What follows belongs to an exercise in optimizing a design on an open flow for small area, a short achievable clock period and few clock cycles per item; a production flow would make more cautious choices. At most, simulation tests tie the RTL to the original design; equivalence was not proved.

==> v21 <==
## aesTop
module aesTop (
    input  logic        clk,
    input  logic        rstN,
    input  aesPkg::apbAddrT     paddr,
    input  logic        psel,
    input  logic        penable,
    input  logic        pwrite,
    input  aesPkg::wordT        pwdata,
    output aesPkg::wordT        prdata,
    output logic        pready,
    output logic        pslverr,
    output logic [20:0] segOut
);
==> module aesKeySchedule, before the edit <==
module aesKeySchedule (
    input  aesPkg::stateT key,
    input  aesPkg::byteT  rcon,
    output aesPkg::stateT nextKey
);
    aesPkg::wordT rotW;
    aesPkg::wordT subW;
    assign rotW = {key[23:0], key[31:24]};
    for (genvar i = 0; i < 4; i++) begin : gSubWord
        aesSbox uSbox (
            .in  (rotW[8*i +: 8]),
            .out (subW[8*i +: 8])
        );
    end
    aesPkg::wordT pre [4];
    aesXorW #(.W(32)) uPre0 (.a(key[127:96]), .b({rcon, 24'h0}), .y(pre[0]));
    aesXorW #(.W(32)) uPre1 (.a(key[95:64]),  .b(pre[0]),        .y(pre[1]));
    aesXorW #(.W(32)) uPre2 (.a(key[63:32]),  .b(pre[1]),        .y(pre[2]));
    aesXorW #(.W(32)) uPre3 (.a(key[31:0]),   .b(pre[2]),        .y(pre[3]));
    for (genvar i = 0; i < 4; i++) begin : gWord
        aesXorW #(.W(32)) uW (.a(subW), .b(pre[i]), .y(nextKey[127-32*i -: 32]));
    end
endmodule
==> module aesApbRegs, before the edit <==
module aesApbRegs (
    input  logic    clk,
    input  logic    rstN,
    input  aesPkg::apbAddrT paddr,
    input  logic    psel,
    input  logic    penable,
    input  logic    pwrite,
    input  aesPkg::wordT    pwdata,
    output aesPkg::wordT    prdata,
    output logic    pready,
    output logic    pslverr,
    output logic    coreLoad,
    output aesPkg::stateT   coreKey,
    output aesPkg::stateT   coreBlock,
    input  logic    coreLast,
    input  logic    coreIdle,
    input  aesPkg::stateT   coreResult,
    output aesPkg::byteT    resultByte
);
    aesPkg::stateT      keyReg;
    aesPkg::stateT      blockReg;
    aesPkg::stateT      resultReg;
    logic       doneBit;
    logic       busy;        
    logic       pend;        
    logic       access;
    logic       err;
    logic       wrOk;
    logic       startAcc;
    logic       finish;
    logic       merge;       
    logic       wrKB;        
    logic       hitCtrl, hitStatus, hitKey, hitBlock, hitResult;
    logic [1:0] word;
    assign access    = psel && penable;
    assign pready    = 1'b1;  
    assign word      = paddr[3:2];  
    assign hitCtrl   = paddr == 8'h00;
    assign hitStatus = paddr == 8'h04;
    assign hitKey    = paddr[1:0] == 2'b00 && paddr[7:4] == 4'h1;
    assign hitBlock  = paddr[1:0] == 2'b00 && paddr[7:4] == 4'h2;
    assign hitResult = paddr[1:0] == 2'b00 && paddr[7:4] == 4'h3;
    always_comb begin
        err = 1'b0;
        if (!(hitCtrl || hitStatus || hitKey || hitBlock || hitResult))
            err = 1'b1;
        else if (pwrite && (hitStatus || hitResult))
            err = 1'b1;  
        else if (pwrite && busy && (hitCtrl || hitKey || hitBlock))
            err = 1'b1;  
    end
    assign pslverr  = access && err;
    assign wrOk     = access && pwrite && !err;
    assign startAcc = wrOk && hitCtrl && pwdata[0];
    assign merge    = psel && pwrite && !busy && (hitKey || hitBlock);
    assign wrKB     = merge && penable;
    assign finish   = coreLast && (busy || startAcc);
    aesPkg::wordT wdata;
    assign wdata = rstN ? pwdata : '0;
    for (genvar w = 0; w < 4; w++) begin : gMerge
        assign coreKey[127-32*w -: 32]   = !rstN || (merge && hitKey && word == 2'(w)) ?
                                           wdata : keyReg[127-32*w -: 32];
        assign coreBlock[127-32*w -: 32] = !rstN || (merge && hitBlock && word == 2'(w)) ?
                                           wdata : blockReg[127-32*w -: 32];
    end
    assign coreLoad = (merge && !penable) || (wrKB != pend) || (startAcc && coreIdle);
    always_comb begin
        prdata = '0;
        case (paddr[5:4])
            2'd0: prdata[1:0] = paddr[2] ? {doneBit, busy} : 2'b00;
            2'd1: prdata = keyReg[127-32*word -: 32];
            2'd2: prdata = blockReg[127-32*word -: 32];
            default: prdata = resultReg[127-32*word -: 32];
        endcase
    end
    always_ff @(posedge clk) begin
        keyReg   <= coreKey;
        blockReg <= coreBlock;
    end
    always_ff @(posedge clk or negedge rstN) begin
        if (!rstN) begin
            resultReg  <= '0;
            doneBit    <= 1'b0;
            busy       <= 1'b0;
            pend       <= 1'b0;
        end else begin
            pend <= merge && !penable;
            if (finish)
                resultReg <= coreResult;
            if (finish) begin
                doneBit <= 1'b1;
                busy    <= 1'b0;
            end else if (startAcc) begin
                doneBit <= 1'b0;
                busy    <= 1'b1;
            end
        end
    end
    assign resultByte = resultReg[7:0];
endmodule
export LEC_CHECK = 0
export CAP_MARGIN = 20
export CELL_PAD_IN_SITES_DETAIL_PLACEMENT = 2
export CELL_PAD_IN_SITES_GLOBAL_PLACEMENT = 2
export CORE_MARGIN = 2
export CORE_UTILIZATION = 35
export PLACE_DENSITY = 0.45
export SETUP_SLACK_MARGIN = 2
export SLEW_MARGIN = 20
export SYNTH_HIERARCHICAL = 1
create_clock -name core_clock -period 8.0 [get_ports {clk}]
run.sh (not shown) runs the stock make flow with config.mk's settings and CLKGATE_MAP_FILE= SYNTH_SCRIPT=/design/flow/synth_recipe.tcl, a recipe that flattens the netlist after the stock synthesis.
==> v6 (differences from v21) <==
--- a/flow/design.v
+++ b/flow/design.v
@@ -226,14 +226,13 @@
             .out (subW[8*i +: 8])
         );
     end
-    aesPkg::wordT pre [4];
-    aesXorW #(.W(32)) uPre0 (.a(key[127:96]), .b({rcon, 24'h0}), .y(pre[0]));
-    aesXorW #(.W(32)) uPre1 (.a(key[95:64]),  .b(pre[0]),        .y(pre[1]));
-    aesXorW #(.W(32)) uPre2 (.a(key[63:32]),  .b(pre[1]),        .y(pre[2]));
-    aesXorW #(.W(32)) uPre3 (.a(key[31:0]),   .b(pre[2]),        .y(pre[3]));
-    for (genvar i = 0; i < 4; i++) begin : gWord
-        aesXorW #(.W(32)) uW (.a(subW), .b(pre[i]), .y(nextKey[127-32*i -: 32]));
-    end
+    aesPkg::wordT subR;
+    aesXorW #(.W(8))  uRcon (.a(subW[31:24]), .b(rcon), .y(subR[31:24]));
+    assign subR[23:0] = subW[23:0];
+    aesXorW #(.W(32)) uW0 (.a(key[127:96]), .b(subR),            .y(nextKey[127:96]));
+    aesXorW #(.W(32)) uW1 (.a(key[95:64]),  .b(nextKey[127:96]), .y(nextKey[95:64]));
+    aesXorW #(.W(32)) uW2 (.a(key[63:32]),  .b(nextKey[95:64]),  .y(nextKey[63:32]));
+    aesXorW #(.W(32)) uW3 (.a(key[31:0]),   .b(nextKey[63:32]),  .y(nextKey[31:0]));
 endmodule
 `timescale 1ns/1ps
 module aesRoundEngine (
@@ -378,13 +377,35 @@
                                            wdata : blockReg[127-32*w -: 32];
     end
     assign coreLoad = (merge && !penable) || (wrKB != pend) || (startAcc && coreIdle);
+    aesPkg::wordT keyWord, blockWord, resultWord;
     always_comb begin
-        prdata = '0;
+        case (word)
+            2'd0: begin
+                keyWord    = keyReg[127:96];
+                blockWord  = blockReg[127:96];
+                resultWord = resultReg[127:96];
+            end
+            2'd1: begin
+                keyWord    = keyReg[95:64];
+                blockWord  = blockReg[95:64];
+                resultWord = resultReg[95:64];
+            end
+            2'd2: begin
+                keyWord    = keyReg[63:32];
+                blockWord  = blockReg[63:32];
+                resultWord = resultReg[63:32];
+            end
+            default: begin
+                keyWord    = keyReg[31:0];
+                blockWord  = blockReg[31:0];
+                resultWord = resultReg[31:0];
+            end
+        endcase
         case (paddr[5:4])
-            2'd0: prdata[1:0] = paddr[2] ? {doneBit, busy} : 2'b00;
-            2'd1: prdata = keyReg[127-32*word -: 32];
-            2'd2: prdata = blockReg[127-32*word -: 32];
-            default: prdata = resultReg[127-32*word -: 32];
+            2'd0:    prdata = {30'd0, paddr[2] ? {doneBit, busy} : 2'b00};
+            2'd1:    prdata = keyWord;
+            2'd2:    prdata = blockWord;
+            default: prdata = resultWord;
         endcase
     end
     always_ff @(posedge clk) begin
Settings changed: SETUP_SLACK_MARGIN 2 to 1.5.
==> v20 (differences from v21) <==
Settings changed: SETUP_SLACK_MARGIN 2 to 1.
==> summary of the runs <==
Register-to-register slack, lowest first: v20, v6, v21.
Hold slack: v21 is lower than v20 (0.0024 ns).
Between v6 and v20, the lower synthesized area is in v6 (gap 2.4%, measured against v20).
Global-route usage, highest first: v21, v20, v6.
Of v21 and v6, v21 has the higher die area (gap about 2.4%, measured against v6).
Via count: v20 is higher than v6 (about 4%).
Fmax: v6 is lower than v21 (1.7%).
Of v20 and v21, v21 has the higher utilization (gap 11 points).
The lowest first-iteration DRC count belongs to v6, the highest to v21.
==> figures <==
|  | v20 | v21 | v6 |
|---|---|---|---|
| Post-synthesis to final-layout area growth | 18.5% | 49.0% | 32.4% |
| Post-layout min period | 6.87 ns | 6.28 ns | 6.38 ns |
| Clock buffer and inverter area fraction after layout | 4.43% | 3.53% | 3.83% |
| Run status | timing/DRC/antenna clean | timing/DRC/antenna clean | timing/DRC/antenna clean |
| Multiplexer share of the synthesized area | 11.4% | 11.4% | 13.3% |
| Count of standard-cell rows | 144 | 144 | 142 |
| Synth Area in Adders | 0.277% | 0.277% | 0.189% |
| Post-synthesis compound-gate area fraction | 6.28% | 6.28% | 4.37% |
| Startpoint of the worst setup timing path | paddr[3] | uEngine.stateReg[105] | uEngine.keyReg[19] |
| Post-Place Worst Slack | -0.0612 ns | -0.0612 ns | 0.284 ns |
| Final #Nets | 6168 | 6746 | 6080 |
| PnR worst setup slack | 1.13 ns | 1.72 ns | 1.62 ns |
| Met1 capacity usage during global routing | 41.1% | 42.7% | 40.6% |
| Latest clock arrival within the worst-skew pair | 0.72 ns | 0.72 ns | 0.68 ns |
| Maximum clock frequency | 146 MHz | 159 MHz | 157 MHz |
| Worst-case reg-to-reg path depth | 22 | 26 | 23 |
| Slowest cell on crit path | ha_4 | dfxtp_1 | xnor2_2 |
| First-pass GRT wire length | 343000 um | 359000 um | 322000 um |
| Cell depth of the worst min-delay path | 2 | 2 | 1 |
| Number of buffers added for setup after CTS | 0 | 180 | 17 |
| Cell depth of the worst setup path | 9 | 26 | 23 |
Testbench counts of v6, summed over its fixed seeds: cycles 10,368, blocks 384.
For v21 and v20, only the layout was checked, not whether the RTL still works.

========
==> inputs of fjord <==
aesTop, a different RTL version from the one above (not shown whole).
make LEC_CHECK=0 CAP_MARGIN=20 CELL_PAD_IN_SITES_DETAIL_PLACEMENT=1 CELL_PAD_IN_SITES_GLOBAL_PLACEMENT=1 CORE_MARGIN=2 CORE_UTILIZATION=45 CTS_CLUSTER_DIAMETER=100 CTS_CLUSTER_SIZE=20 PLACE_DENSITY=0.55 SETUP_SLACK_MARGIN=0.9 SLEW_MARGIN=20 SYNTH_HIERARCHICAL=1 finish   # period 8.0 ns
==> inputs of tundra, as changes to fjord <==
==> flow/config.mk (replaced) <==
export PLATFORM = sky130hd
export DESIGN_NAME = aesTop
export DESIGN_NICKNAME = aesTop
export VERILOG_FILES = /design/flow/design.v
export SDC_FILE = /design/flow/constraint.sdc
export NUM_CORES = 4
export LEC_CHECK = 0
export CAP_MARGIN = 20
export CELL_PAD_IN_SITES_DETAIL_PLACEMENT = 2
export CELL_PAD_IN_SITES_GLOBAL_PLACEMENT = 2
export CORE_MARGIN = 2
export CORE_UTILIZATION = 35
export PLACE_DENSITY = 0.45
export SETUP_SLACK_MARGIN = 1.3
export SLEW_MARGIN = 20
export SYNTH_HIERARCHICAL = 1
==> inputs of sierra, as changes to fjord <==
==> flow/config.mk (replaced) <==
export PLATFORM = sky130hd
export DESIGN_NAME = aesTop
export DESIGN_NICKNAME = aesTop
export VERILOG_FILES = /design/flow/design.v
export SDC_FILE = /design/flow/constraint.sdc
export NUM_CORES = 4
export LEC_CHECK = 0
export CAP_MARGIN = 5
export CELL_PAD_IN_SITES_DETAIL_PLACEMENT = 2
export CELL_PAD_IN_SITES_GLOBAL_PLACEMENT = 2
export CORE_MARGIN = 2
export CORE_UTILIZATION = 35
export PLACE_DENSITY = 0.45
export SETUP_SLACK_MARGIN = 1
export SLEW_MARGIN = 5
export SYNTH_HIERARCHICAL = 1
==> impl_metrics.xml <==
<?xml version="1.0" encoding="UTF-8"?>
<metrics>
  <group name="setup_path">
    <metric name="crit_path_frequent_cell" unit="">xor2_1</metric>
    <metric name="crit_path_start" unit="">uEngine.stateRegN[126]</metric>
    <metric name="startpoint_type" unit="">register</metric>
    <metric name="critPathBufInv" unit="">1</metric>
    <metric name="setup.worst_path.end_class" unit="">register</metric>
    <metric name="worstSetupEndpoint" unit="">uEngine.stateRegN[124]</metric>
  </group>
  <group name="timing">
    <metric name="skew" unit="ns">0.0313</metric>
  </group>
  <group name="run_status">
    <metric name="run_status" unit="">timing/DRC/antenna clean</metric>
  </group>
  <group name="placed_design">
    <metric name="gp_routability_congestion" unit="">0.989</metric>
  </group>
  <group name="finish">
    <metric name="n_fill_cell" unit="">12000</metric>
  </group>
  <group name="routing">
    <metric name="avgViaCountPerCell" unit="">5.83</metric>
  </group>
  <group name="die">
    <metric name="start_util" unit="">0.453</metric>
  </group>
</metrics>
(the above is from fjord)
==> impl_metrics.xml <==
<?xml version="1.0" encoding="UTF-8"?>
<metrics>
  <group name="setup_path">
    <metric name="worstSetupEndpoint" unit="">prdata[28]</metric>
    <metric name="crit_path_start" unit="">paddr[2]</metric>
    <metric name="critPathBufInv" unit="">3</metric>
    <metric name="startpoint_type" unit="">input port</metric>
    <metric name="crit_path_frequent_cell" unit="">clkdlybuf4s50_1</metric>
  </group>
  <group name="timing">
    <metric name="tightest_slew" unit="ns">1.17</metric>
    <metric name="skew" unit="ns">0.0401</metric>
  </group>
  <group name="die">
    <metric name="start_util" unit="">0.352</metric>
  </group>
  <group name="finish">
    <metric name="layout-area-overhead-vs-synth" unit="%">22.1</metric>
    <metric name="n_fill_cell" unit="">14700</metric>
    <metric name="buffer_area_frac" unit="">0.0521</metric>
  </group>
  <group name="run_status">
    <metric name="run_status" unit="">timing/DRC/antenna clean</metric>
  </group>
  <group name="placed_design">
    <metric name="gp_routability_congestion" unit="">0.897</metric>
  </group>
</metrics>
(the above is from sierra)
==> impl_metrics.xml <==
<?xml version="1.0" encoding="UTF-8"?>
<metrics>
  <group name="run_status">
    <metric name="run_status" unit="">timing/DRC/antenna clean</metric>
  </group>
  <group name="finish">
    <metric name="n_fill_cell" unit="">14400</metric>
    <metric name="layout.comb_gates.multi_input" unit="">4470</metric>
    <metric name="final_common_cell" unit="">xor2_1</metric>
  </group>
  <group name="routing">
    <metric name="finalWirelength" unit="um">229000</metric>
    <metric name="avgViaCountPerCell" unit="">5.54</metric>
  </group>
  <group name="die">
    <metric name="die_h" unit="um">376</metric>
    <metric name="start_util" unit="">0.352</metric>
    <metric name="core_area" unit="um^2">137000</metric>
  </group>
  <group name="clock_network">
    <metric name="cts.repair_timing.setup_buffer_count" unit="">8</metric>
  </group>
  <group name="setup_path">
    <metric name="critPathBufInv" unit="">3</metric>
    <metric name="longest_individual_stage_delay_on_the_worst_path" unit="ns">0.55</metric>
    <metric name="crit_path_start" unit="">uEngine.keyRegN[125]</metric>
    <metric name="setup.worst_path.end_class" unit="">register</metric>
    <metric name="startpoint_type" unit="">register</metric>
    <metric name="crit_path_frequent_cell" unit="">xor2_1</metric>
  </group>
  <group name="global_route">
    <metric name="grt_busiest_layer" unit="">met2</metric>
  </group>
  <group name="logic_synthesis">
    <metric name="synthesis.instances" unit="">5202</metric>
  </group>
  <group name="job">
    <metric name="cap_viol_max_count" unit="">0</metric>
  </group>
  <group name="hold_path">
    <metric name="worstHoldPathCells" unit="">1</metric>
  </group>
  <group name="timing">
    <metric name="skew" unit="ns">0.0366</metric>
  </group>
  <group name="placed_design">
    <metric name="gp_routability_congestion" unit="">0.897</metric>
  </group>
</metrics>
(the above is from tundra)
Testbench counts of fjord, summed over its fixed seeds: cycles 10,368, blocks 384.
Testbench counts of tundra, summed over its fixed seeds: cycles 10,368, blocks 384.
Testbench counts of sierra, summed over its fixed seeds: cycles 10,368, blocks 384.

[port drivers added, routing unchanged]
In the flow no input, the clock included, has a driving cell. The finished layouts below were timed again as built, in two steps.
Step 1 assumes that a clkbuf_16 drives the clock port and a buf_2 every other input.
Step 2 times the ports against the registers' clock, not the clock port: input delays grow and output delays shrink by t, the midpoint of the rising clock arrivals with the driver on.
a / b / c = ideal / step 1 / step 2; a / b = the first two.
| run | shift t [ns] | slack for setup (ns) | worst hold slack (ns) | worst slew at a driven data input, ns |
|---|---|---|---|---|
| v21 | 0.785 | 1.724 / 1.724 / 1.724 | 0.504 / 0.504 / 0.504 | 0.07 |
| v6 | 0.736 | 1.615 / 1.615 / 1.615 | 0.501 / 0.501 / 0.501 | 0.14 |
| v20 | 0.785 | 1.129 / 1.072 / 1.072 | 0.506 / 0.506 / 0.506 | 0.06 |
| fjord | 0.680 | 1.073 / 1.073 / 1.073 | 0.485 / 0.485 / 0.485 | 0.05 |
| tundra | 0.730 | 1.421 / 1.421 / 1.421 | 0.479 / 0.479 / 0.479 | 0.04 |
| sierra | 0.734 | 1.149 / 1.123 / 1.123 | 0.479 / 0.479 / 0.479 | 0.05 |
After both steps every run listed still meets setup and hold. For v20, which loses most, drivers alone change the setup slack by -0.057 ns; drivers and shift together by -0.057 ns.
